This design comes from an exercise in tuning for small area, a short achievable clock period and few clock cycles per item on the open sky130 flow, not from production work.
Only simulation tests tie the RTL to the original design; equivalence was not proved.
Power figures rest on the tool's default switching activity, not on a simulated workload.

File: flow/config.mk
export PLATFORM = sky130hd
export DESIGN_NAME = enigma_top
export DESIGN_NICKNAME = enigma_top
export VERILOG_FILES = /design/flow/design.v
export SDC_FILE = /design/flow/constraint.sdc
export NUM_CORES = 4
export LEC_CHECK = 0
export ABC_AREA = 1
export CAP_MARGIN = 20
export CORE_MARGIN = 2
export CORE_UTILIZATION = 65
export SETUP_SLACK_MARGIN = 5
export SLEW_MARGIN = 20
File: flow/constraint.sdc
create_clock -name core_clock -period 15.0 [get_ports {clk}]
set_input_delay 3.0000 -clock core_clock [delete_from_list [all_inputs] [get_ports {clk}]]
set_output_delay 3.0000 -clock core_clock [all_outputs]
set_load 0.01 [all_outputs]
File: flow/design.v
`default_nettype none
package enigma_sym_pkg;
    parameter int SYM_W       = 6;
    parameter int TABLE_DEPTH = 64;
    parameter int REFLECT_MAX = 63;
    typedef logic [SYM_W-1:0] sym_t;
    typedef logic [1:0] step_t;
endpackage
`default_nettype wire
`default_nettype none
package enigma_ctrl_pkg;
    typedef enum logic [1:0] {
        ST_IDLE  = 2'd0,
        ST_LOAD  = 2'd1,
        ST_READY = 2'd2
    } ctrl_state_t;
    typedef enum logic [1:0] {
        SEL_NONE    = 2'd0,
        SEL_ROTOR_A = 2'd1,
        SEL_ROTOR_B = 2'd2
    } table_sel_t;
    typedef enum logic {
        MODE_ENCRYPT = 1'b0,
        MODE_DECRYPT = 1'b1
    } crypt_mode_t;
endpackage
`default_nettype wire
`timescale 1ns/1ns
`default_nettype none
module enigma_ctrl (
    input  logic                        clk,
    input  logic                        srst_n,
    input  logic                        load_i,
    input  logic                        encrypt_i,
    input  enigma_ctrl_pkg::table_sel_t table_sel_i,
    output logic                        wr_en_a_o,
    output logic                        wr_en_b_o,
    output enigma_sym_pkg::sym_t        wr_addr_o,
    output logic                        accept_o
);
    enigma_ctrl_pkg::ctrl_state_t state_q;
    enigma_ctrl_pkg::ctrl_state_t state_d;
    enigma_sym_pkg::sym_t         wr_ptr_q;
    logic                         load_en;
    always_comb begin
        state_d = state_q;
        case (state_q)
            enigma_ctrl_pkg::ST_IDLE: begin
                if (load_i) begin
                    state_d = enigma_ctrl_pkg::ST_LOAD;
                end
            end
            enigma_ctrl_pkg::ST_LOAD: begin
                if (!load_i) begin
                    state_d = enigma_ctrl_pkg::ST_READY;
                end
            end
            default: state_d = state_q;
        endcase
    end
    always_ff @(posedge clk) begin
        if (!srst_n) begin
            state_q <= enigma_ctrl_pkg::ST_IDLE;
        end else begin
            state_q <= state_d;
        end
    end
    assign load_en = load_i && (state_q != enigma_ctrl_pkg::ST_READY);
    always_ff @(posedge clk) begin
        if (!srst_n) begin
            wr_en_a_o <= 1'b0;
            wr_en_b_o <= 1'b0;
        end else begin
            wr_en_a_o <= load_en && (table_sel_i == enigma_ctrl_pkg::SEL_ROTOR_A);
            wr_en_b_o <= load_en && (table_sel_i == enigma_ctrl_pkg::SEL_ROTOR_B);
        end
    end
    always_ff @(posedge clk) begin
        if (!srst_n) begin
            wr_ptr_q <= '0;
        end else if (wr_en_a_o || wr_en_b_o) begin
            wr_ptr_q <= wr_ptr_q + 1'b1;
        end
    end
    assign wr_addr_o = wr_ptr_q;
    always_ff @(posedge clk) begin
        if (!srst_n) begin
            accept_o <= 1'b0;
        end else begin
            accept_o <= encrypt_i && (state_q == enigma_ctrl_pkg::ST_READY);
        end
    end
endmodule
`default_nettype wire
`timescale 1ns/1ns
`default_nettype none
module rotor_table #(
    parameter int SYM_W = enigma_sym_pkg::SYM_W
) (
    input  logic                            clk,
    input  logic                            wr_en_i,
    input  enigma_sym_pkg::sym_t            wr_addr_i,
    input  enigma_sym_pkg::sym_t            wr_data_i,
    output logic [2**SYM_W-1:0][SYM_W-1:0]  mem_o
);
    localparam int DEPTH = 2 ** SYM_W;
    always_ff @(posedge clk) begin
        for (int i = 0; i < DEPTH; i++) begin
            if (wr_en_i && (wr_addr_i == SYM_W'(i))) begin
                mem_o[i] <= wr_data_i;
            end
        end
    end
endmodule
`default_nettype wire
`timescale 1ns/1ns
`default_nettype none
module scramble_path #(
    parameter int SYM_W = enigma_sym_pkg::SYM_W
) (
    input  logic                         clk,
    input  logic                         srst_n,
    input  logic                         accept_i,
    input  enigma_sym_pkg::sym_t         code_i,
    input  enigma_ctrl_pkg::crypt_mode_t crypt_mode_i,
    input  logic                         wr_en_a_i,
    input  logic                         wr_en_b_i,
    input  enigma_sym_pkg::sym_t         wr_addr_i,
    output enigma_sym_pkg::sym_t         code_o,
    output logic                         code_valid_o
);
    localparam int DEPTH = 2 ** SYM_W;
    typedef logic [SYM_W-1:0] sym_t;
    logic [DEPTH-1:0][SYM_W-1:0] tab_a;
    logic [DEPTH-1:0][SYM_W-1:0] tab_b;
    sym_t                         wr_data_q;
    sym_t                         w_q;
    enigma_ctrl_pkg::crypt_mode_t w_mode_q;
    enigma_ctrl_pkg::crypt_mode_t mode_q;
    logic                         vld1_q;
    sym_t                         off_base_q;
    logic [1:0]                   step_q;
    logic [3:0]                   step_hot_q;
    sym_t                         bb_q;
    logic                         vld2_q;
    always_ff @(posedge clk) begin
        wr_data_q <= code_i;
    end
    rotor_table #(
        .SYM_W (SYM_W)
    ) rotor_a_i (
        .clk       (clk),
        .wr_en_i   (wr_en_a_i),
        .wr_addr_i (wr_addr_i),
        .wr_data_i (wr_data_q),
        .mem_o     (tab_a)
    );
    rotor_table #(
        .SYM_W (SYM_W)
    ) rotor_b_i (
        .clk       (clk),
        .wr_en_i   (wr_en_b_i),
        .wr_addr_i (wr_addr_i),
        .wr_data_i (wr_data_q),
        .mem_o     (tab_b)
    );
    sym_t off_cur;
    assign off_cur = off_base_q + sym_t'(step_q);
    logic [3:0] w_grp_m1_q;
    logic [3:0] w_grp_m2_q;
    sym_t       off_p4;
    sym_t       off_p8;
    sym_t       w_m4;
    sym_t       w_m8;
    assign off_p4 = off_cur + sym_t'(4);
    assign off_p8 = off_cur + sym_t'(8);
    assign w_m4   = code_i - off_p4;
    assign w_m8   = code_i - off_p8;
    always_ff @(posedge clk) begin
        w_q        <= code_i - off_cur;
        w_grp_m1_q <= w_m4[SYM_W-1:2];
        w_grp_m2_q <= w_m8[SYM_W-1:2];
        w_mode_q   <= crypt_mode_i;
    end
    logic [1:0] u_lo;
    logic       borrow;
    logic       above [4];
    logic [3:0] col_grp [4];
    sym_t       col_d [4];
    sym_t       cand_d [4];
    assign u_lo   = w_q[1:0] - step_q;
    assign borrow = (w_q[1:0] < step_q);
    always_comb begin
        for (int c = 0; c < 4; c++) begin
            above[c]   = (2'(c) > u_lo);
            col_grp[c] = borrow ? (above[c] ? w_grp_m2_q : w_grp_m1_q)
                                : (above[c] ? w_grp_m1_q : w_q[SYM_W-1:2]);
            col_d[c] = '0;
            for (int g = 0; g < DEPTH / 4; g++) begin
                col_d[c] = col_d[c] | ({SYM_W{col_grp[c] == 4'(g)}} & tab_a[4 * g + c]);
            end
        end
    end
    always_comb begin
        for (int t = 0; t < 4; t++) begin
            cand_d[t] = col_d[2'(u_lo - 2'(t))];
        end
    end
    logic [7:0] cand_lo_q [4];
    logic [2:0] cand_hi_q [4];
    always_ff @(posedge clk) begin
        for (int t = 0; t < 4; t++) begin
            for (int k = 0; k < 8; k++) begin
                cand_lo_q[t][k] <= (cand_d[t][2:0] == 3'(k));
            end
            cand_hi_q[t] <= cand_d[t][5:3];
        end
        mode_q <= w_mode_q;
    end
    logic [7:0] lo_hot;
    logic [2:0] hi_idx;
    sym_t       b_row [8];
    logic [1:0] a_lo;
    sym_t       b_fwd;
    sym_t       refl;
    sym_t       b_inv;
    logic [1:0] step;
    logic [3:0] step_hot;
    logic [3:0] b_inv_hot;
    always_comb begin
        lo_hot = '0;
        hi_idx = '0;
        for (int t = 0; t < 4; t++) begin
            lo_hot = lo_hot | ({8{step_hot_q[t]}} & cand_lo_q[t]);
            hi_idx = hi_idx | ({3{step_hot_q[t]}} & cand_hi_q[t]);
        end
    end
    assign a_lo   = {lo_hot[2] | lo_hot[3] | lo_hot[6] | lo_hot[7],
                     lo_hot[1] | lo_hot[3] | lo_hot[5] | lo_hot[7]};
    always_comb begin
        b_fwd = '0;
        for (int g = 0; g < 8; g++) begin
            b_row[g] = '0;
            for (int k = 0; k < 8; k++) begin
                b_row[g] = b_row[g] | ({SYM_W{lo_hot[k]}} & tab_b[8 * g + k]);
            end
            b_fwd = b_fwd | ({SYM_W{hi_idx == 3'(g)}} & b_row[g]);
        end
    end
    assign refl = ~b_fwd;
    always_comb begin
        b_inv = '0;
        for (int j = 0; j < DEPTH; j++) begin
            b_inv = b_inv | ({SYM_W{tab_b[j] == refl}} & sym_t'(j));
        end
    end
    always_comb begin
        b_inv_hot = '0;
        for (int j = 0; j < DEPTH; j++) begin
            b_inv_hot[j % 4] = b_inv_hot[j % 4] | (tab_b[j] == refl);
        end
    end
    assign step = (mode_q == enigma_ctrl_pkg::MODE_DECRYPT) ? b_inv[1:0] : a_lo;
    assign step_hot = (mode_q == enigma_ctrl_pkg::MODE_DECRYPT) ? b_inv_hot :
                      {lo_hot[3] | lo_hot[7], lo_hot[2] | lo_hot[6],
                       lo_hot[1] | lo_hot[5], lo_hot[0] | lo_hot[4]};
    always_ff @(posedge clk) begin
        if (!srst_n) begin
            off_base_q <= '0;
            step_q     <= '0;
            step_hot_q <= 4'b0001;
        end else begin
            off_base_q <= off_cur;
            step_q     <= vld1_q ? step : 2'd0;
            step_hot_q <= vld1_q ? step_hot : 4'b0001;
        end
    end
    always_ff @(posedge clk) begin
        bb_q <= b_inv;
    end
    sym_t a_inv;
    always_comb begin
        a_inv = '0;
        for (int i = 0; i < DEPTH; i++) begin
            a_inv = a_inv | ({SYM_W{tab_a[i] == bb_q}} & sym_t'(i));
        end
    end
    always_ff @(posedge clk) begin
        code_o <= a_inv + off_base_q;
    end
    always_ff @(posedge clk) begin
        if (!srst_n) begin
            vld1_q       <= 1'b0;
            vld2_q       <= 1'b0;
            code_valid_o <= 1'b0;
        end else begin
            vld1_q       <= accept_i;
            vld2_q       <= vld1_q;
            code_valid_o <= vld2_q;
        end
    end
endmodule
`default_nettype wire
`timescale 1ns/1ns
`default_nettype none
module enigma_top #(
    parameter int SYM_W = enigma_sym_pkg::SYM_W
) (
    input  logic                         clk,
    input  logic                         srst_n,
    input  logic                         load_i,
    input  logic                         encrypt_i,
    input  enigma_ctrl_pkg::crypt_mode_t crypt_mode_i,
    input  enigma_ctrl_pkg::table_sel_t  table_sel_i,
    input  enigma_sym_pkg::sym_t         code_i,
    output enigma_sym_pkg::sym_t         code_o,
    output logic                         code_valid_o
);
    logic                 wr_en_a;
    logic                 wr_en_b;
    enigma_sym_pkg::sym_t wr_addr;
    logic                 accept;
    enigma_ctrl ctrl_i (
        .clk         (clk),
        .srst_n      (srst_n),
        .load_i      (load_i),
        .encrypt_i   (encrypt_i),
        .table_sel_i (table_sel_i),
        .wr_en_a_o   (wr_en_a),
        .wr_en_b_o   (wr_en_b),
        .wr_addr_o   (wr_addr),
        .accept_o    (accept)
    );
    scramble_path #(
        .SYM_W (SYM_W)
    ) path_i (
        .clk          (clk),
        .srst_n       (srst_n),
        .accept_i     (accept),
        .code_i       (code_i),
        .crypt_mode_i (crypt_mode_i),
        .wr_en_a_i    (wr_en_a),
        .wr_en_b_i    (wr_en_b),
        .wr_addr_i    (wr_addr),
        .code_o       (code_o),
        .code_valid_o (code_valid_o)
    );
endmodule
`default_nettype wire
File: flow/flow/run.sh
#!/bin/bash
set -euo pipefail
MARGIN=10.8
CTS="-sink_clustering_enable -repair_clock_nets -sink_clustering_size 30 -sink_clustering_max_diameter 80 -dont_use_dummy_load -root_buf sky130_fd_sc_hd__clkbuf_16 -buf_list sky130_fd_sc_hd__clkbuf_16"
sed -e "s/SETUP_SLACK_MARGIN=5 /SETUP_SLACK_MARGIN=${MARGIN} 'CTS_ARGS=${CTS}' /" standard.sh > standard_tuned.sh
grep -q "SETUP_SLACK_MARGIN=${MARGIN} 'CTS_ARGS=" standard_tuned.sh
bash standard_tuned.sh > layout.log 2>&1
File: flow/standard.sh
#!/bin/bash
# synth_recipe.tcl (not shown) runs the flow's synth.tcl, then flattens the netlist and writes it again
# the make line also repeats each setting of config.mk as NAME=value (left out here)
make -C /OpenROAD-flow-scripts/flow DESIGN_CONFIG=/design/flow/config.mk WORK_HOME=/design/flow/orfs CLKGATE_MAP_FILE= SYNTH_SCRIPT=/design/flow/synth_recipe.tcl "${@:-finish}"
==> notes.md, run 1 <==
* Status: no timing/DRC/antenna violations
* Clk latency of the worst-skew pair at 0.64 ns
* Routability cong. at 1.050
* Number of I/O port buffers at 19
* P per Cell Area at 194.8 nW/um^2
* DRT antenna net count at 0
* Final setup vio count at 0
* Clock network power share at 12.7%
* CP Launch Point: path_i.step_hot_q[0]
* Cell Area, Synth at 48230 um^2
* Simple-Gate Fraction of Synth Area at 27.57%
* # DRC at 0
* Main combinational cell family by area after synthesis: simple AND/OR/NAND/NOR gates
* Nature of the critical path endpoint: flop
* Clock tree buffer depth at 3
* Die ar. at 76390 um^2
* HPWL Detailed at 114200 um
* Setup TNS at 0 ns
* CP max FO at 48
* VDD IR max at 0.0002878 V
* Dpl cell area at 48920 um^2
* CTS tree: built
* Mux cell area share after synthesis at 0%
* Worst Skew at 0.06093 ns
* Top Metal Used: met4
* Reg2Reg Setup Slack at 10.81 ns
* Initial antenna violation count at 4
* Router iterations before antenna repair at 7
* Synth Area in Compound Gates at 6.730%
* Final wirelength at 177400 um
* Sw Pwr at 5029 uW
* Largest net degree at the start of global routing at 81
* WP data arrival at 4.69 ns
* Syn Nets at 5769
* First-pass GRT wire length at 256600 um
* Num ports at 20
* Crit path largest cell delay at 0.58 ns
* Total of fill cells in the finished design at 5857
* Internal power at 4835 uW
* Final slew viol count at 0
* Hold Crit Class: reg -> reg
* CP required at 15.51 ns
* Synth top area share at 47.82%
* Minimum clock period at 4.188 ns
* Util after Layout at 69.18%
* Syn Inst Count at 5721
* Core area at 73210 um^2
* Synth Register Bits at 872
* Nets at 5676
* Ys async rst share at 0%
* Combinational power share at 58.7%
* Max-Slew Margin vs Limit at 12.01%
* Wire per inst at 26.93 um
* Starting Density at 65.88%
* Worst path slowest cell: buf_6
* Most frequent cells in the layout: 1696 x nand2_1, 768 x edfxtp_1, 633 x nor2_1
* Vias at 42858
* WHS at 0.3518 ns
* DR vias/cell at 6.503
* Iter 0 DRT Violations at 6680
* CTS Buf Count at 42
* Layout area overhead at 5.023%
* Fmax at 0.2388 GHz
* Max-cap violations at 0
* # rows at 99
* Commonest non-fill, non-tap cell in the layout: nand2_1
* Leak pwr at 0.02121 uW
* GR Overflow Total at 0
* Vias in the first global route at 40336
* Worst hold path startpoint: path_i.w_mode_q
* Area leader, netlist: edfxtp_1
* Layout cell share with drive strength beyond 1 at 5.279%
* Die width at 276.4 um
* Switching Share at 50.98%
* Ys Warns at 10
* Cell mode on critical path: nand2_1
* Final Hold Vio Count at 0
* Top cells by area, synth: edfxtp_1 48%, nand2_1 13%, nor2_1 5.0%, inv_1 4.9%, dfxtp_1 4.3%
* Cell variety after synth at 55
* Non-Filler Cell Area, Final at 50650 um^2
* Met1 Wirelength at 58690 um
* Met3 wire length at 23050 um
* Post-Synth Adder-Cell Area at 1.033%
* H-Tree Depth at 2
* Crit path kind: reg -> reg
* Mean Syn Cell Area at 8.429 um^2
* Synth Area in XOR/XNOR at 4.556%
* Routed wl met2 at 77420 um
* Worst-Margin Slew at 1.316 ns
* Root Driver: clkbuf_16
* Post-synth EDFFs at 768
* Die height at 276.4 um
* Crit start category: flop
* Crit Reg-Reg Startpoint: path_i.step_hot_q[0]
* Top_reg_cell synth: edfxtp_1
* Final period utilization at 27.92%
* Seq/Total Area, Yosys at 52.14%
* CTS clk-pin slew, worst paths at 0.11 ns
* GRT Resource Usage Total at 45.40%
* Flop pwr share at 28.6%
* Crit path cell chain: nand2_1, nand2_1, nor2_4, o21ai_0, nor2_1, nand2_1, nand2_1, nand2_1, nor2_4, buf_6, nand3_1, nand2_1, inv_1, nand2_1, nor2_1, nor2_1, nand2_1, nor2_1, nand3_1, nand2_1, nand2_1
* Total power draw at 9864 uW
* RSZ-0062 raised after global routing: true
* CTS sink count at 872
[power groups by stage]
stage	logic [uW]	clock network [uW]	registers, uW
global route	6080	1320	2820
floorplan	3790	0	2810
CTS	5450	1240	2810
detailed placement	5330	0	2860
finish	5790	1250	2820
global placement	5250	0	2860
[cell families after synthesis]
kind of cell,after synthesis
compound gates,518
xor+xnor,250
flops,872
buf+inv,904
simple gates,3142
fa+ha+maj,35
[final timing paths]
| check | end | cells after the start |
|---|---|---|
| worst min-delay path | path_i.mode_q | 0 |
| worst min register to register | path_i.mode_q | 0 |
| worst max register to register | path_i.step_q[0] | 21 |
| worst max-delay path | path_i.step_q[0] | 21 |
[cell usage after synthesis (all sizes together), types with 6 or more instances]
cell type     n
clkinv        8
a2111oi       8
ha           27
inv         655
a221oi       57
a211oi       22
nor3        129
nand4        84
xor2        139
nand3       404
nor4         44
xnor2       111
buf         161
nor2        666
o2111ai      11
nand2      1714
nand3b       81
edfxtp      768
a21oi        68
o22ai       113
a22o         13
clkbuf       80
o21ai       195
nor3b         8
o221ai        6
dfxtp       104
or2           9
fa            8
[critical path, delay by kind of cell, from the launching register on]
family / cells / cell delay [ns]
AOI/OAI and AO/OA: 1 / 0.30
and+or+nand+nor: 18 / 2.67
buffers and inverters: 2 / 0.63
DFF: 1 / 0.40
[registers in the layout (all words and copies together) (netlist names), 2 cells and up]
name                    count
path_i.step_hot_q           4
path_i.rotor_b_i.mem_o    384
path_i.w_grp_m1_q           4
path_i.step_q               2
path_i.cand_hi_q           12
path_i.w_q                  6
path_i.bb_q                 6
path_i.wr_data_q            6
path_i.rotor_a_i.mem_o    384
path_i.code_o               6
path_i.off_base_q           6
path_i.w_grp_m2_q           4
path_i.cand_lo_q           32
ctrl_i.state_q              2
ctrl_i.wr_ptr_q             6
[area by class of cell]
type	instances	area, um^2	area share (%)
antenna	5	12.51	0.02470
tap	959	1200	2.369
timing repair buffer	102	1017	2.008
multi-input combinational	3947	19670	38.83
inverter	663	2500	4.936
sequential	872	25200	49.76
clock buffer	42	1051	2.075
[stage by stage]
stage | setup slack [ns] | instances
2_1_floorplan | 10.80 | 5721
3_3_place_gp | 10.07 | 6519
3_5_place_dp | 10.06 | 6520
4_1_cts | 10.80 | 6569
5_1_grt | 10.76 | 6585
6_report | 10.81 | 6590
[what timing repair did]
item | in CTS | in global routing
hold buffers | 0 | 0
endpoints found under the setup margin | 71 | 64
pin swaps | 4 | 6
buffers inserted | 5 | 16
cloned | 2 | 0
gates resized for setup | 94 | 68
[per-layer routing]
layer  vias to the layer above  global-route usage, %
met4                         0                  37.83
met3                       959                  9.515
met1                     19690                  54.81
li1                      18712                      -
met5                         -                      0
met2                      3497                  70.36
Testbench counts, summed over its fixed seeds: cycles 7,272, symbols 7,200.
==> run 2, diff against run 1 <==
==> flow/flow/run.sh (replaced) <==
#!/bin/bash
set -euo pipefail
MARGIN=11.0
CTS="-sink_clustering_enable -repair_clock_nets -sink_clustering_size 30 -sink_clustering_max_diameter 80 -dont_use_dummy_load -root_buf sky130_fd_sc_hd__clkbuf_16 -buf_list sky130_fd_sc_hd__clkbuf_16"
sed -e "s/SETUP_SLACK_MARGIN=5 /SETUP_SLACK_MARGIN=${MARGIN} 'CTS_ARGS=${CTS}' /" standard.sh > standard_tuned.sh
grep -q "SETUP_SLACK_MARGIN=${MARGIN} 'CTS_ARGS=" standard_tuned.sh
bash standard_tuned.sh > layout.log 2>&1
==> notes.md, run 2 <==
* Status: no timing/DRC/antenna violations
* Mean Syn Cell Area at 8.429 um^2 (unchanged)
* Placed cells at 6518 (-0.031%)
* Final Non-Filler Cells at 6627 (+0.56%)
* Vias in the first global route at 39664 (-1.7%)
* Syn Inst Count at 5721 (unchanged)
* CTS tree: built
* Core area at 73210 um^2 (unchanged)
* Crit path kind: reg -> out
* Final slew viol count at 0 (unchanged)
* CTS Buf Count at 39 (-7.1%)
* Die height at 276.4 um (unchanged)
* H-Tree Depth at 2 (unchanged)
* First-pass GRT wire length at 253000 um (-1.4%)
* Hold Crit Class: reg -> reg
* Post-synth EDFFs at 768 (unchanged)
* Layout area overhead at 6.598%
* Fmax at 0.2454 GHz (+2.8%)
* Commonest non-fill, non-tap cell in the layout: nand2_1
* Final setup vio count at 0 (unchanged)
* # DRC at 0 (unchanged)
* Synth Register Bits at 872 (unchanged)
* Ys Warns at 10 (unchanged)
* CTS sink count at 872 (unchanged)
* Layout cell share with drive strength beyond 1 at 6.200% (+0.92 points)
* Iter 0 DRT Violations at 6854 (+2.6%)
* Non-Filler Cell Area, Final at 51410 um^2 (+1.5%)
* Ys async rst share at 0% (unchanged)
* # rows at 99 (unchanged)
* Hold buffer count at cts at 0 (unchanged)
* Cell family with most CP delay: flip-flops
* GRT Resource Usage Total at 44.78% (-0.61 points)
* Setup ws final at 10.93 ns (+0.1137 ns)
* CP required at 12.00 ns (-3.51 ns)
* Nets at 5711 (+0.62%)
* Num ports at 20 (unchanged)
* Cell variety after synth at 55 (unchanged)
* Crit path largest cell delay at 0.32 ns (-0.26 ns)
* DR vias/cell at 6.505 (about the same)
* CP max FO at 1 (-98%)
* Area leader, netlist: edfxtp_1
* Most common cell in the netlist: nand2_1
* Number of I/O port buffers at 19 (unchanged)
* Worst Skew at 0.06666 ns (+0.005725 ns)
* Syn Nets at 5769 (unchanged)
* HPWL Detailed at 110800 um (-3.1%)
* Wire per inst at 27.17 um (+0.89%)
* Largest net degree at the start of global routing at 80 (-1.2%)
* GR Overflow Total at 0 (unchanged)
* Dpl cell area at 48940 um^2 (about the same)
* Crit start category: flop
* WP data arrival at 1.07 ns (-3.62 ns)
* CTS clk-pin slew, worst paths at 0.10 ns (about the same)
* Router iterations before antenna repair at 8 (+1)
* Setup TNS at 0 ns (unchanged)
* Final Hold Vio Count at 0 (unchanged)
* Leak pwr at 0.02153 uW (+1.5%)
* Worst path slowest cell: dfxtp_1
* WP buf/inv at 1 (-1)
* Clk latency of the worst-skew pair at 0.65 ns (about the same)
* Cell Area, Synth at 48230 um^2 (unchanged)
* Vias at 43111 (+0.59%)
* Max-cap violations at 0 (unchanged)
* Routability cong. at 1.067 (+1.7%)
* Seq/Total Area, Yosys at 52.14% (unchanged)
* Top cells by area, synth: edfxtp_1 48%, nand2_1 13%, nor2_1 5.0%, inv_1 4.9%, dfxtp_1 4.3%
* Synth top area share at 47.82% (unchanged)
* WHS at 0.3529 ns (+0.001160 ns)
* Top_reg_cell synth: edfxtp_1
* RSZ-0062 raised after global routing: true
* Die width at 276.4 um (unchanged)
* Final period utilization at 27.16% (-0.76 points)
* Max-Slew Margin vs Limit at 17.24% (+5.2 points)
* Largest registers: path_i.rotor_a_i.mem_o: 384 flops, path_i.rotor_b_i.mem_o: 384 flops, path_i.cand_lo_q: 32 flops
* DRT antenna net count at 0 (unchanged)
* Initial antenna violation count at 2 (-2)
* Minimum clock period at 4.075 ns (-0.1137 ns)
* P per Cell Area at 201.5 nW/um^2 (+3.5%)
* VDD IR max at 0.0003579 V (+24%)
* Post-synth top cells: 1705 x nand2_1, 768 x edfxtp_1, 648 x nor2_1
* Worst-Margin Slew at 1.238 ns (-0.07777 ns)
* Most frequent cells in the layout: 1694 x nand2_1, 768 x edfxtp_1, 622 x nor2_1
* Starting Density at 65.88% (unchanged)
* Root Driver: clkbuf_16
* Nature of the critical path endpoint: output port
* Die ar. at 76390 um^2 (unchanged)
* Setup WS pre-CTS at 9.991 ns (-0.06895 ns)
* Final wirelength at 180000 um (+1.5%)
* Crit path cell chain: buf_2
* Clock tree buffer depth at 3 (unchanged)
==> run 2: path summary, 6_finish.rpt <==
| path | from | endpoint | slack [ns] | depth (start not counted) |
|---|---|---|---|---|
| worst min register to register | path_i.w_mode_q | path_i.mode_q | 0.35 | 0 |
| worst max-delay path | path_i.code_o[1] | code_o[1] | 10.93 | 1 |
| worst max register to register | path_i.step_hot_q[0] | path_i.step_q[1] | 10.95 | 22 |
| worst min-delay path | path_i.w_mode_q | path_i.mode_q | 0.35 | 0 |
==> run 2: stage by stage <==
step	total power [uW]	util [%]
2_1_floorplan	6595	-
3_3_place_gp	8146	66.83
3_5_place_dp	8240	66.86
4_1_cts	9604	68.97
5_1_grt	10650	70.20
6_report	10360	70.22
==> run 2: layer usage <==
| layer | wire (um) | up-vias | GRT usage [%] |
|---|---|---|---|
| li1 | - | 18800 | - |
| met4 | 16460 | 0 | 32.94 |
| met1 | 59330 | 19660 | 54.87 |
| met3 | 25950 | 949 | 10.41 |
| met2 | 78290 | 3702 | 69.75 |
| met5 | 0 | - | 0 |
==> run 2: what timing repair did <==
action	in CTS	in global routing
cloned	2	10
buffers inserted	9	41
gates resized for setup	151	104
setup endpoints to repair	77	68
pin swaps	9	27
hold endpoints to repair	0	0
==> run 2: where the power goes <==
part / leakage [uW] / switching (uW) / internal, uW / total (uW)
registers: 0.00777 / 80.3 / 2720 / 2800
clock network: 0.000481 / 742 / 469 / 1210
logic: 0.0133 / 4540 / 1810 / 6350
total: 0.0215 / 5360 / 4990 / 10400
==> run 2: layout make-up <==
type	count	area [um^2]
Sequential cell	872	25200
Fill cell	5824	21800
Multi-Input combinational cell	3950	19860
Inverter	663	2517
Timing Repair Buffer	137	1638
Tap cell	959	1200
Clock buffer	39	975.9
Antenna cell	7	17.52
==> run 2: cell families (layout without fill, tap and decap cells) <==
family          Yosys count  in the layout  synth area share (%)
xor+xnor                250            250                 4.556
flops                   872            872                 52.14
compound gates          518            518                 6.730
buf+inv                 904            839                 7.968
fa+ha+maj                35             35                 1.033
simple gates           3142           3147                 27.57
other cells               0              7                     0
==> run 3, diff against run 2 <==
--- a/flow/design.v
+++ b/flow/design.v
@@ -139,8 +139,9 @@
     enigma_ctrl_pkg::crypt_mode_t mode_q;
     logic                         vld1_q;
     sym_t                         off_base_q;
-    logic [1:0]                   step_q;
     logic [3:0]                   step_hot_q;
+    logic [1:0]                   step_q;
+    assign step_q = {step_hot_q[3] | step_hot_q[2], step_hot_q[3] | step_hot_q[1]};
     sym_t                         bb_q;
     logic                         vld2_q;
     always_ff @(posedge clk) begin
@@ -220,11 +221,9 @@
     logic [7:0] lo_hot;
     logic [2:0] hi_idx;
     sym_t       b_row [8];
-    logic [1:0] a_lo;
     sym_t       b_fwd;
     sym_t       refl;
     sym_t       b_inv;
-    logic [1:0] step;
     logic [3:0] step_hot;
     logic [3:0] b_inv_hot;
     always_comb begin
@@ -235,8 +234,6 @@
             hi_idx = hi_idx | ({3{step_hot_q[t]}} & cand_hi_q[t]);
         end
     end
-    assign a_lo   = {lo_hot[2] | lo_hot[3] | lo_hot[6] | lo_hot[7],
-                     lo_hot[1] | lo_hot[3] | lo_hot[5] | lo_hot[7]};
     always_comb begin
         b_fwd = '0;
         for (int g = 0; g < 8; g++) begin
@@ -260,18 +257,15 @@
             b_inv_hot[j % 4] = b_inv_hot[j % 4] | (tab_b[j] == refl);
         end
     end
-    assign step = (mode_q == enigma_ctrl_pkg::MODE_DECRYPT) ? b_inv[1:0] : a_lo;
     assign step_hot = (mode_q == enigma_ctrl_pkg::MODE_DECRYPT) ? b_inv_hot :
                       {lo_hot[3] | lo_hot[7], lo_hot[2] | lo_hot[6],
                        lo_hot[1] | lo_hot[5], lo_hot[0] | lo_hot[4]};
     always_ff @(posedge clk) begin
         if (!srst_n) begin
             off_base_q <= '0;
-            step_q     <= '0;
             step_hot_q <= 4'b0001;
         end else begin
             off_base_q <= off_cur;
-            step_q     <= vld1_q ? step : 2'd0;
             step_hot_q <= vld1_q ? step_hot : 4'b0001;
         end
     end
==> notes.md, run 3 <==
* Worst Skew at 0.08249 ns (+0.01584 ns)
* Final Hold Vio Count at 0 (unchanged)
* Worst Setup EP: path_i.step_hot_q[3]
* Global Route met2 Usage at 70.31% (+0.56 points)
* Top_reg_cell synth: edfxtp_1
* Combinational power share at 63.6% (+2.3 points)
* Final wirelength at 182900 um (+1.6%)
* Nets at 5608 (-1.8%)
* Hold Crit Class: reg -> reg
* Setup WS pre-CTS at 9.900 ns (-0.09126 ns)
* CTS Buf Count at 41 (+5.1%)
* Leak pwr at 0.02126 uW (-1.3%)
* Most common cell in the netlist: nand2_1
* Met1 global-route usage at 53.48% (-1.4 points)
* CTS sink count at 870 (-0.23%)
* Die width at 275.8 um (-0.22%)
* Busiest metal layer after global routing: met2
* Crit Reg-Reg Startpoint: path_i.step_hot_q[1]
* Setup TNS at 0 ns (unchanged)
* Initial antenna violation count at 6 (+4)
* Reg2reg end: path_i.step_hot_q[3]
* Post-synth EDFFs at 768 (unchanged)
* DRT antenna net count at 0 (unchanged)
* Iter 0 DRT Violations at 6843 (-0.16%)
* Layout cell share with drive strength beyond 1 at 8.149% (+1.9 points)
* Mean Syn Cell Area at 8.556 um^2 (+1.5%)
* Vias in the first global route at 40059 (+1.0%)
* Non-Filler Cell Area, Final at 51610 um^2 (+0.39%)
* Setup ws final at 10.89 ns (-0.03290 ns)
* Die height at 275.8 um (-0.22%)
* Reg2Reg Depth at 22 (unchanged)
* Commonest non-fill, non-tap cell in the layout: nand2_1
* Synth top area share at 48.03% (+0.21 points)
* # rows at 99 (unchanged)
* CP max FO at 32 (+31)
* Total of fill cells in the finished design at 5680 (-2.5%)
* Max-Slew Margin vs Limit at 15.12% (-2.1 points)
* Nature of the critical path endpoint: flop
* Seq/Total Area, Yosys at 52.29% (+0.15 points)
* Clock tree buffer depth at 3 (unchanged)
* Internal power at 5216 uW (+4.5%)
* H-Tree Depth at 2 (unchanged)
* Layout area overhead at 7.482%
* DR vias/cell at 6.638 (+2.0%)
* CP Launch Point: path_i.step_hot_q[1]
* Largest registers: path_i.rotor_a_i.mem_o: 384 flops, path_i.rotor_b_i.mem_o: 384 flops, path_i.cand_lo_q: 32 flops
* Wire per inst at 28.04 um (+3.2%)
* Starting Density at 65.70% (-0.18 points)
* GRT Resource Usage Total at 45.39% (+0.61 points)
* Area leader, netlist: edfxtp_1
* Final slew viol count at 0 (unchanged)
* Flop pwr share at 25.2% (-1.8 points)
* Cell variety after synth at 56 (+1.8%)
* RSZ-0062 raised after global routing: true
* Router iterations before antenna repair at 12 (+4)
* Met3 usage at 11.84% (+1.4 points)
* Clk latency of the worst-skew pair at 0.66 ns (about the same)
* Area occupied by multi-input gates at 20330 um^2 (+2.4%)
* Max-cap violations at 0 (unchanged)
* Switching Share at 53.13% (+1.3 points)
* Vias at 43304 (+0.45%)
* Syn Inst Count at 5612 (-1.9%)
* Placed cells at 6392 (-1.9%)
* # DRC at 0 (unchanged)
* Core area at 73080 um^2 (-0.17%)
* Crit path kind: reg -> reg
* Synth Register Bits at 870 (-0.23%)
* CTS clk-pin slew, worst paths at 0.11 ns (about the same)
* Fmax at 0.2435 GHz (-0.80%)
* Worst-Margin Slew at 1.270 ns (+0.03165 ns)
* WP data arrival at 4.64 ns (+3.57 ns)
* P per Cell Area at 215.6 nW/um^2 (+7.0%)
* Final period utilization at 27.38% (+0.22 points)
* Dpl cell area at 48540 um^2 (-0.83%)
* Sw Pwr at 5913 uW (+10%)
* Status: no timing/DRC/antenna violations
* Ys async rst share at 0% (unchanged)
* Crit start category: flop
* Reg2Reg Setup Slack at 10.89 ns (-0.06 ns)
* Sequential Area at 25160 um^2 (-0.15%)
* VDD IR max at 0.0003572 V (-0.20%)
* Number of I/O port buffers at 19 (unchanged)
* First-pass GRT wire length at 252600 um (-0.18%)
* Post-synth top cells: 1757 x nand2_1, 768 x edfxtp_1, 614 x nor2_1
* Final Non-Filler Cells at 6524 (-1.6%)
* GR Overflow Total at 0 (unchanged)
* CTS tree: built
* Num ports at 20 (unchanged)
* Top cells by area, synth: edfxtp_1 48%, nand2_1 14%, nor2_1 4.8%, dfxtp_1 4.3%, inv_1 4.0%
* Root Driver: clkbuf_16
* Cell Area, Synth at 48010 um^2 (-0.44%)
* Largest net degree at the start of global routing at 69 (-14%)
* Clock network power share at 11.2% (-0.5 points)
* Util after Layout at 70.61% (+0.39 points)
* Final setup vio count at 0 (unchanged)
* Most frequent cells in the layout: 1729 x nand2_1, 768 x edfxtp_1, 567 x nor2_1
* HPWL Detailed at 108900 um (-1.7%)
* Routability cong. at 1.047 (-1.9%)
* Minimum clock period at 4.108 ns (+0.03290 ns)
* Ys Warns at 10 (unchanged)
* Hold buffer count at cts at 0 (unchanged)
* CP required at 15.53 ns (+3.53 ns)
* Die ar. at 76060 um^2 (-0.43%)
* Syn Nets at 5659 (-1.9%)
run 3: changes by cell type after synthesis, sizes merged, moves of 10 or more:
cell	previous run	this run
a21oi	68	53
buf	161	175
inv	655	541
nand2	1714	1778
nand3	404	277
nand3b	81	210
nor2	666	638
nor3	129	114
o22ai	113	154
o31ai	3	13
xnor2	111	94
xor2	139	92
run 3: timing repair:
action,4_1_cts,5_1_grt
setup buffers,19,46
pin swaps,20,56
endpoints found under the setup margin,78,67
hold endpoints to repair,0,0
gates resized for setup,192,197
gates cloned,5,15
run 3: cell families (layout without fill, tap and decap cells):
family | count (synthesis) | count (layout) | share of synthesized area (%)
xor gates and xnor gates | 186 | 186 | 3.393
DFF | 870 | 870 | 52.29
AOI/OAI and AO/OA | 571 | 571 | 7.492
buffers and inverters | 797 | 738 | 7.302
and+or+nand+nor | 3154 | 3160 | 28.52
other | 0 | 6 | 0
adders and majority gates | 34 | 34 | 1.011
run 3: through the flow:
step	power, uW	hold WS, ns
after global placement	8599	0.3119
final	11130	0.3509
after global routing	11490	0.3477
after CTS	10150	0.3458
after detailed placement	8689	0.3215
after floorplan	6931	0.3096
run 3: how the worst min path moves through the flow:
stage	start	to	slack, ns	cells after the start
detailed placement	path_i.w_mode_q	path_i.mode_q	0.32	0
global placement	path_i.w_mode_q	path_i.mode_q	0.31	0
finish	path_i.w_mode_q	path_i.mode_q	0.35	0
CTS	path_i.w_mode_q	path_i.mode_q	0.35	0
floorplan	path_i.w_mode_q	path_i.mode_q	0.31	0
global route	path_i.w_mode_q	path_i.mode_q	0.35	0
run 3: cell type report:
cell class              instances  area share, %
diodes                          6        0.02909
clock buffers                  41          1.988
inverters                     545          4.047
multi-input cells            3951          39.40
flip-flops and latches        870          48.75
well taps                     959          2.325
repair buffers                152          3.462
run 3: layer usage:
metal	share of wire [%]	routed length, um	vias to the layer above
met5	0	0	-
met4	10	18220	0
met3	14	25550	1019
met2	43	79260	3745
met1	33	59910	19867
li1	-	-	18673
run 3: worst max-delay path: stages, from the launching register on:
cell and delay, ns:
dfxtp_4 0.40, buf_4 0.15, nand2_1 0.07, nand2_2 0.11, nor2_4 0.26, buf_8 0.25
o21ai_0 0.10, nor2_1 0.11, nand2_1 0.07, nand2_1 0.25, nand2_1 0.16, nor2_4 0.27
buf_12 0.24, buf_12 0.25, nand3b_1 0.10, nand2_1 0.08, nor2_1 0.04, nand3_1 0.19
nand2_1 0.24, nor2_2 0.19, nand2_1 0.08, nor2_2 0.18, a21oi_1 0.12
run 3: power groups by stage:
stage	Combinational (uW)	Sequential, uW	Clock (uW)
floorplan	4120	2810	0
CTS	6110	2820	1230
global placement	5720	2880	0
detailed placement	5820	2870	0
global route	7380	2810	1310
finish	7070	2810	1250
Testbench counts of run 3, summed over its fixed seeds: cycles 7,272, symbols 7,200.
==> run 4, diff against run 3 <==
==> flow/flow/run.sh (replaced) <==
#!/bin/bash
set -euo pipefail
MARGIN=10.9
CTS="-sink_clustering_enable -repair_clock_nets -sink_clustering_size 30 -sink_clustering_max_diameter 80 -dont_use_dummy_load -root_buf sky130_fd_sc_hd__clkbuf_16 -buf_list sky130_fd_sc_hd__clkbuf_16"
sed -e "s/SETUP_SLACK_MARGIN=5 /SETUP_SLACK_MARGIN=${MARGIN} 'CTS_ARGS=${CTS}' /" standard.sh > standard_tuned.sh
grep -q "SETUP_SLACK_MARGIN=${MARGIN} 'CTS_ARGS=" standard_tuned.sh
bash standard_tuned.sh > layout.log 2>&1
==> notes.md, run 4 <==
* Status: no timing/DRC/antenna violations
* Router iterations before antenna repair at 7 (-5)
* Die height at 275.8 um (unchanged)
* Total of fill cells in the finished design at 5812 (+2.3%)
* VDD IR max at 0.0002438 V (-32%)
* Final setup vio count at 0 (unchanged)
* Non-Filler Cell Area, Final at 51320 um^2 (-0.55%)
* CP max FO at 64 (+100%)
* Final period utilization at 28.88% (+1.5 points)
* Vias in the first global route at 40127 (+0.17%)
* Crit path kind: reg -> reg
* Vias at 42928 (-0.87%)
* First-pass GRT wire length at 252800 um (about the same)
* Root Driver: clkbuf_16
* Wire per inst at 27.49 um (-2.0%)
* Dpl cell area at 48560 um^2 (about the same)
* Layout area overhead at 6.890%
* Post-synth EDFFs at 768 (unchanged)
* Ys async rst share at 0% (unchanged)
* DRT antenna net count at 0 (unchanged)
* Mean Syn Cell Area at 8.556 um^2 (unchanged)
* Max-Slew Margin vs Limit at 14.83% (-0.29 points)
* CTS sink count at 870 (unchanged)
* Clock tree buffer depth at 3 (unchanged)
* Final slew viol count at 0 (unchanged)
* Final wirelength at 178700 um (-2.3%)
* Syn Inst Count at 5612 (unchanged)
* Syn Nets at 5659 (unchanged)
* H-Tree Depth at 2 (unchanged)
* RSZ-0062 raised after global routing: true
* P per Cell Area at 212.3 nW/um^2 (-1.5%)
* Crit start category: flop
* Post-synth top cells: 1757 x nand2_1, 768 x edfxtp_1, 614 x nor2_1
* Starting Density at 65.70% (unchanged)
* Routability cong. at 1.023 (-2.3%)
* Combinational power share at 62.6% (-1.0 points)
* Switching Share at 52.71% (-0.42 points)
* GR Overflow Total at 0 (unchanged)
* CTS Buf Count at 42 (+2.4%)
* Core area at 73080 um^2 (unchanged)
* Hold Crit Class: reg -> reg
* # rows at 99 (unchanged)
* Setup TNS at 0 ns (unchanged)
* Top_reg_cell synth: edfxtp_1
* Die width at 275.8 um (unchanged)
* Most common cell in the netlist: nand2_1
* Ys Warns at 10 (unchanged)
* Final Hold Vio Count at 0 (unchanged)
* Cell variety after synth at 56 (unchanged)
* GRT Resource Usage Total at 45.53% (+0.15 points)
* CP required at 15.53 ns (about the same)
* Cell Area, Synth at 48010 um^2 (unchanged)
* Top cells by area, synth: edfxtp_1 48%, nand2_1 14%, nor2_1 4.8%, dfxtp_1 4.3%, inv_1 4.0%
* Commonest non-fill, non-tap cell in the layout: nand2_1
* Die ar. at 76060 um^2 (unchanged)
* Nets at 5586 (-0.39%)
* Number of I/O port buffers at 19 (unchanged)
* Setup ws final at 10.67 ns (-0.2240 ns)
* Sw Pwr at 5743 uW (-2.9%)
* Seq/Total Area, Yosys at 52.29% (unchanged)
* Leak pwr at 0.02112 uW (-0.66%)
* HPWL Detailed at 109800 um (+0.82%)
* # DRC at 0 (unchanged)
* Minimum clock period at 4.332 ns (+0.2240 ns)
* Area occupied by multi-input gates at 20290 um^2 (-0.18%)
* CTS tree: built
* Initial antenna violation count at 2 (-4)
* Largest net degree at the start of global routing at 67 (-2.9%)
* Clk latency of the worst-skew pair at 0.66 ns (about the same)
* WHS at 0.3461 ns (-0.004850 ns)
* Area leader, netlist: edfxtp_1
* Layout cell share with drive strength beyond 1 at 7.712% (-0.44 points)
* CTS clk-pin slew, worst paths at 0.11 ns (about the same)
* Max-cap violations at 0 (unchanged)
* DR vias/cell at 6.604 (-0.50%)
* Worst-Margin Slew at 1.274 ns (+0.004359 ns)
* Hold buffer count at cts at 0 (unchanged)
* Iter 0 DRT Violations at 7507 (+9.7%)
* Fmax at 0.2309 GHz (-5.2%)
* Clock network power share at 11.5% (+0.3 points)
* Worst Skew at 0.08073 ns (-0.001764 ns)
* Flop pwr share at 25.8% (+0.6 points)
* Most frequent cells in the layout: 1730 x nand2_1, 768 x edfxtp_1, 567 x nor2_1
* Util after Layout at 70.22% (-0.39 points)
* Largest registers: path_i.rotor_a_i.mem_o: 384 flops, path_i.rotor_b_i.mem_o: 384 flops, path_i.cand_lo_q: 32 flops
* WP data arrival at 4.86 ns (+0.22 ns)
* Synth Register Bits at 870 (unchanged)
* Synth top area share at 48.03% (unchanged)
* Num ports at 20 (unchanged)
* Sequential Area at 25160 um^2 (unchanged)
* Setup WS pre-CTS at 9.605 ns (-0.2955 ns)
* Internal power at 5153 uW (-1.2%)
* Nature of the critical path endpoint: flop
run 4: cell counts after synthesis:
No cell type changed its count.
run 4: worst max-delay path, cell delays in order (launching register included):
cell     delay (ns)
dfxtp_4        0.42
nand2_1        0.10
nand2_2        0.16
nor2_4         0.58
o21ai_0        0.17
nor2_1         0.22
nand2_1        0.11
nand2_1        0.08
nand2_1        0.23
nor2_4         0.33
buf_12         0.40
nand3_1        0.12
nand2_1        0.09
nor2_1         0.04
nand3_1        0.12
o21ai_0        0.20
nor2_4         0.37
nand2_1        0.14
nor2_2         0.22
nand2_1        0.07
run 4: logic make-up (layout without fill, tap and decap cells):
logic type,Yosys count,in the layout,synth area share (%)
other,0,4,0
buffers and inverters,797,716,7.302
xor gates and xnor gates,186,186,3.393
DFF,870,870,52.29
AOI/OAI and AO/OA,571,571,7.492
and+or+nand+nor,3154,3160,28.52
adders and majority gates,34,34,1.011
run 4: final cells by class:
type,instances,area share [%]
flip-flops and latches,870,49.02
multi-input cells,3951,39.54
inverters,545,4.049
repair buffers,129,2.982
well taps,959,2.338
clock buffers,42,2.048
diodes,4,0.01950
run 4: worst paths after layout:
check,start,endpoint,slack [ns],cells after the start
worst max register to register,path_i.step_hot_q[2],path_i.bb_q[2],10.67,19
worst min register to register,path_i.w_mode_q,path_i.mode_q,0.35,0
worst min-delay path,path_i.w_mode_q,path_i.mode_q,0.35,0
worst max-delay path,path_i.step_hot_q[2],path_i.bb_q[2],10.67,19
run 4: power by group through the flow:
stage | combinational [uW] | clock (uW) | sequential (uW)
floorplan | 4120 | 0 | 2810
global placement | 5730 | 0 | 2870
detailed placement | 5810 | 0 | 2870
CTS | 6080 | 1240 | 2810
global route | 7120 | 1310 | 2820
finish | 6830 | 1250 | 2810
run 4: what timing repair did:
action / CTS / global route
setup endpoints to repair: 75 / 62
pin swaps: 24 / 27
setup buffers: 30 / 17
gates resized for setup: 156 / 193
cloned: 4 / 7
run 4: stage by stage:
step	power, uW	std cells
6_report	10900	6500
5_1_grt	11250	6496
4_1_cts	10130	6471
3_5_place_dp	8681	6395
3_3_place_gp	8601	6395
2_1_floorplan	6931	5612
run 4: layer usage:
| layer | vias to the layer above | part of all wire [%] | wire length (um) | GRT usage (%) |
|---|---|---|---|---|
| met3 | 908 | 14 | 25310 | 10.79 |
| li1 | 18615 | - | - | - |
| met2 | 3737 | 44 | 77750 | 69.74 |
| met5 | - | 0 | 0 | 0.2506 |
| met4 | 0 | 8.7 | 15520 | 34.65 |
| met1 | 19668 | 34 | 60100 | 56.16 |
==> run 5, diff against run 4 <==
--- a/flow/design.v
+++ b/flow/design.v
@@ -139,9 +139,8 @@
     enigma_ctrl_pkg::crypt_mode_t mode_q;
     logic                         vld1_q;
     sym_t                         off_base_q;
-    logic [3:0]                   step_hot_q;
     logic [1:0]                   step_q;
-    assign step_q = {step_hot_q[3] | step_hot_q[2], step_hot_q[3] | step_hot_q[1]};
+    logic [3:0]                   step_hot_q;
     sym_t                         bb_q;
     logic                         vld2_q;
     always_ff @(posedge clk) begin
@@ -221,9 +220,11 @@
     logic [7:0] lo_hot;
     logic [2:0] hi_idx;
     sym_t       b_row [8];
+    logic [1:0] a_lo;
     sym_t       b_fwd;
     sym_t       refl;
     sym_t       b_inv;
+    logic [1:0] step;
     logic [3:0] step_hot;
     logic [3:0] b_inv_hot;
     always_comb begin
@@ -234,6 +235,8 @@
             hi_idx = hi_idx | ({3{step_hot_q[t]}} & cand_hi_q[t]);
         end
     end
+    assign a_lo   = {lo_hot[2] | lo_hot[3] | lo_hot[6] | lo_hot[7],
+                     lo_hot[1] | lo_hot[3] | lo_hot[5] | lo_hot[7]};
     always_comb begin
         b_fwd = '0;
         for (int g = 0; g < 8; g++) begin
@@ -257,15 +260,18 @@
             b_inv_hot[j % 4] = b_inv_hot[j % 4] | (tab_b[j] == refl);
         end
     end
+    assign step = (mode_q == enigma_ctrl_pkg::MODE_DECRYPT) ? b_inv[1:0] : a_lo;
     assign step_hot = (mode_q == enigma_ctrl_pkg::MODE_DECRYPT) ? b_inv_hot :
                       {lo_hot[3] | lo_hot[7], lo_hot[2] | lo_hot[6],
                        lo_hot[1] | lo_hot[5], lo_hot[0] | lo_hot[4]};
     always_ff @(posedge clk) begin
         if (!srst_n) begin
             off_base_q <= '0;
+            step_q     <= '0;
             step_hot_q <= 4'b0001;
         end else begin
             off_base_q <= off_cur;
+            step_q     <= vld1_q ? step : 2'd0;
             step_hot_q <= vld1_q ? step_hot : 4'b0001;
         end
     end
==> flow/flow/run.sh (replaced) <==
#!/bin/bash
set -euo pipefail
MARGIN=11.0
CTS="-sink_clustering_enable -repair_clock_nets -sink_clustering_size 24 -sink_clustering_max_diameter 60 -dont_use_dummy_load -root_buf sky130_fd_sc_hd__clkbuf_16 -buf_list sky130_fd_sc_hd__clkbuf_16"
sed -e "s/SETUP_SLACK_MARGIN=5 /SETUP_SLACK_MARGIN=${MARGIN} 'CTS_ARGS=${CTS}' /" standard.sh > standard_tuned.sh
grep -q "SETUP_SLACK_MARGIN=${MARGIN} 'CTS_ARGS=" standard_tuned.sh
bash standard_tuned.sh > layout.log 2>&1
==> notes.md, run 5 <==
* P per Cell Area at 205.6 nW/um^2 (-3.2%)
* Vias at 43356 (+1.0%)
* Router iterations before antenna repair at 10 (+3)
* Worst Skew at 0.06900 ns (-0.01173 ns)
* RSZ-0062 raised after global routing: true
* Reg2Reg Depth at 22 (+3)
* DR vias/cell at 6.524 (-1.2%)
* Util after Layout at 71.02% (+0.79 points)
* Starting Density at 65.88% (+0.18 points)
* CTS sink count at 872 (+0.23%)
* Worst-Margin Slew at 1.303 ns (+0.02887 ns)
* First-pass GRT wire length at 254000 um (+0.46%)
* CP max FO at 1 (-98%)
* Top cells by area, synth: edfxtp_1 48%, nand2_1 13%, nor2_1 5.0%, inv_1 4.9%, dfxtp_1 4.3%
* Cell variety after synth at 55 (-1.8%)
* Reg2reg end: path_i.step_q[1]
* Most frequent cells in the layout: 1695 x nand2_1, 768 x edfxtp_1, 617 x inv_1
* Top_reg_cell synth: edfxtp_1
* Post-synth EDFFs at 768 (unchanged)
* Clock network power share at 15.0% (+3.5 points)
* Max-Slew Margin vs Limit at 12.87% (-2.0 points)
* Vias in the first global route at 40056 (-0.18%)
* Syn Nets at 5769 (+1.9%)
* Crit path kind: reg -> out
* Layout cell share with drive strength beyond 1 at 6.637% (-1.1 points)
* Routability cong. at 1.067 (+4.3%)
* Final period utilization at 27.07% (-1.8 points)
* Nature of the critical path endpoint: output port
* Leak pwr at 0.02180 uW (+3.2%)
* Crit start category: flop
* Internal power at 5285 uW (+2.6%)
* Status: no timing/DRC/antenna violations
* Final wirelength at 179400 um (+0.41%)
* Root Driver: clkbuf_16
* Crit path cell chain: buf_2
* Most common cell in the netlist: nand2_1
* Iter 0 DRT Violations at 7123 (-5.1%)
* Nets at 5730 (+2.6%)
* Max-cap violations at 0 (unchanged)
* Area leader, netlist: edfxtp_1
* Die width at 276.4 um (+0.22%)
* Final slew viol count at 0 (unchanged)
* Flop pwr share at 26.2% (+0.4 points)
* Mean Syn Cell Area at 8.429 um^2 (-1.5%)
* Largest registers: path_i.rotor_a_i.mem_o: 384 flops, path_i.rotor_b_i.mem_o: 384 flops, path_i.cand_lo_q: 32 flops
* Area occupied by multi-input gates at 19920 um^2 (-1.8%)
* Fmax at 0.2463 GHz (+6.7%)
* Sequential Area at 25200 um^2 (+0.15%)
* CTS Buf Count at 66 (+57%)
* Syn Inst Count at 5721 (+1.9%)
* HPWL Detailed at 110800 um (+0.91%)
* Minimum clock period at 4.060 ns (-0.2715 ns)
* DRT antenna net count at 0 (unchanged)
* Synth Register Bits at 872 (+0.23%)
* Total of fill cells in the finished design at 5723 (-1.5%)
* GR Overflow Total at 0 (unchanged)
* WP buf/inv at 1 (unchanged)
* Clk latency of the worst-skew pair at 0.63 ns (-0.03 ns)
* Post-synth top cells: 1705 x nand2_1, 768 x edfxtp_1, 648 x nor2_1
* Final Hold Vio Count at 0 (unchanged)
* Number of I/O port buffers at 19 (unchanged)
* H-Tree Depth at 3 (+1)
* Layout area overhead at 7.804%
* CTS clk-pin slew, worst paths at 0.08 ns (-0.03 ns)
* WP data arrival at 1.06 ns (-3.80 ns)
* Cell Area, Synth at 48230 um^2 (+0.44%)
* Ys async rst share at 0% (unchanged)
* Wire per inst at 26.99 um (-1.8%)
* Hold Crit Class: reg -> reg
* # rows at 99 (unchanged)
* Seq/Total Area, Yosys at 52.14% (-0.15 points)
* Num ports at 20 (unchanged)
* Final setup vio count at 0 (unchanged)
* Hold buffer count at cts at 0 (unchanged)
* Cell family with most CP delay: flip-flops
* Combinational power share at 58.9% (-3.7 points)
* Die height at 276.4 um (+0.22%)
* Commonest non-fill, non-tap cell in the layout: nand2_1
* Worst path slowest cell: dfxtp_1
* Initial antenna violation count at 7 (+5)
* Die ar. at 76390 um^2 (+0.43%)
* CP required at 12.00 ns (-3.53 ns)
* Core area at 73210 um^2 (+0.17%)
* GRT Resource Usage Total at 44.98% (-0.56 points)
* Clock tree buffer depth at 3 (unchanged)
* Ys Warns at 10 (unchanged)
* VDD IR max at 0.0003371 V (+38%)
* Reg2Reg Setup Slack at 10.97 ns (+0.30 ns)
* Switching Share at 50.55% (-2.2 points)
* CTS tree: built
* Setup TNS at 0 ns (unchanged)
* Sw Pwr at 5402 uW (-5.9%)
* Crit path largest cell delay at 0.31 ns (-0.27 ns)
* Largest net degree at the start of global routing at 80 (+19%)
* Synth top area share at 47.82% (-0.21 points)
* Worst Setup EP: code_o[1]
* Crit Reg-Reg Startpoint: path_i.step_hot_q[0]
* CP Launch Point: path_i.code_o[1]
* CP Depth at 1 (-18)
* # DRC at 0 (unchanged)
[run 5: cell count changes after synthesis, moves of 10 or more]
cell,previous run,this run
a21oi_1,53,68
buf_1,11,22
buf_4,51,32
inv_1,508,627
nand2_1,1757,1705
nand3_1,274,403
nand3b_1,210,81
nor2_1,614,648
o22ai_1,154,113
o31ai_1,13,3
xnor2_1,94,111
xor2_1,92,138
[run 5: worst min path at each step]
stage | endpoint | depth (start not counted) | from | slack [ns]
after detailed placement | path_i.mode_q | 0 | path_i.w_mode_q | 0.33
after global placement | path_i.mode_q | 0 | path_i.w_mode_q | 0.31
final | path_i.mode_q | 0 | path_i.w_mode_q | 0.34
after CTS | path_i.mode_q | 0 | path_i.w_mode_q | 0.34
after global routing | path_i.mode_q | 0 | path_i.w_mode_q | 0.34
after floorplan | path_i.mode_q | 0 | path_i.w_mode_q | 0.31
[run 5: area by class of cell]
| type | count | area share (%) |
|---|---|---|
| flip-flops and latches | 872 | 48.47 |
| multi-input cells | 3950 | 38.32 |
| inverters | 663 | 4.837 |
| clock buffers | 66 | 3.177 |
| repair buffers | 129 | 2.857 |
| well taps | 959 | 2.308 |
| diodes | 7 | 0.03369 |
[run 5: power groups by stage]
stage,Sequential (uW),Clock (uW),Combinational [uW]
floorplan,2810,0,3790
global placement,2870,0,5280
detailed placement,2870,0,5370
CTS,2820,1580,5570
global route,2800,1670,6540
finish,2800,1600,6290
[run 5: layer usage]
| metal | part of all wire [%] | GRT usage [%] | vias to the layer above |
|---|---|---|---|
| met5 | 0.016 | 0 | - |
| met4 | 9.3 | 34.78 | 4 |
| met3 | 14 | 10.69 | 976 |
| li1 | - | - | 18853 |
| met2 | 43 | 69.58 | 3764 |
| met1 | 33 | 54.69 | 19759 |
[run 5: through the flow]
stage                     cell area (um^2)  hold slack [ns]  power, uW  setup slack [ns]  instances
after floorplan                      48340           0.3096       6595             10.81       5721
after global placement               48920           0.3111       8146             10.00       6516
after detailed placement             48940           0.3275       8240             9.991       6518
after CTS                            51120           0.3434       9970             10.90       6595
after global routing                 51970           0.3434      11010             10.86       6639
final                                51990           0.3446      10690             10.94       6646
[run 5: cells by family (layout without fill, tap and decap cells)]
kind of cell               count (synthesis)  after routing  share of synthesized area [%]
and+or+nand+nor                         3142           3147                          27.57
buffers and inverters                    904            858                          7.968
DFF                                      872            872                          52.14
AOI/OAI and AO/OA                        518            518                          6.730
xor gates and xnor gates                 250            250                          4.556
adders and majority gates                 35             35                          1.033
other                                      0              7                              0
[run 5: what timing repair did]
action | 4_1_cts | 5_1_grt
buffers inserted | 9 | 37
endpoints found under the setup margin | 77 | 69
pin swaps | 9 | 22
gates resized for setup | 145 | 119
cloned | 2 | 7
Testbench counts of run 5, summed over its fixed seeds: cycles 7,272, symbols 7,200.

port drivers added, routing unchanged:
How much do the figures lean on ideal ports? The routed layouts below were timed once more, with nothing changed but the port constraints.
Step 1, drivers: a clkbuf_16 drives clk and a buf_2 each remaining input, both assumed.
Step 2 moves the port delays by t, midway between the first and last clock arrival at a register: inputs arrive t later, outputs are due t later. That takes back most of the time a late clock gives input paths.
Three values: no drivers, after step 1, after step 2; two values: the first two.
| run | t, ns | setup WS [ns] | worst setup path after step 2 | latest minus earliest clock arrival (ns) |
|---|---|---|---|---|
| run 1 | 0.683 | 10.812 / 10.748 / 10.286 | input to register | 0.067 / 0.068 |
| run 2 | 0.689 | 10.925 / 10.855 / 10.420 | input to register | 0.067 / 0.067 |
| run 3 | 0.689 | 10.892 / 10.844 / 10.379 | input to register | 0.089 / 0.089 |
| run 4 | 0.690 | 10.668 / 10.668 / 10.382 | input to register | 0.081 / 0.081 |
| run 5 | 0.678 | 10.940 / 10.870 / 10.435 | input to register | 0.089 / 0.088 |
After both steps every run listed still meets setup and hold. For run 1, which loses most, drivers alone change the setup slack by -0.064 ns; drivers and shift together by -0.526 ns.
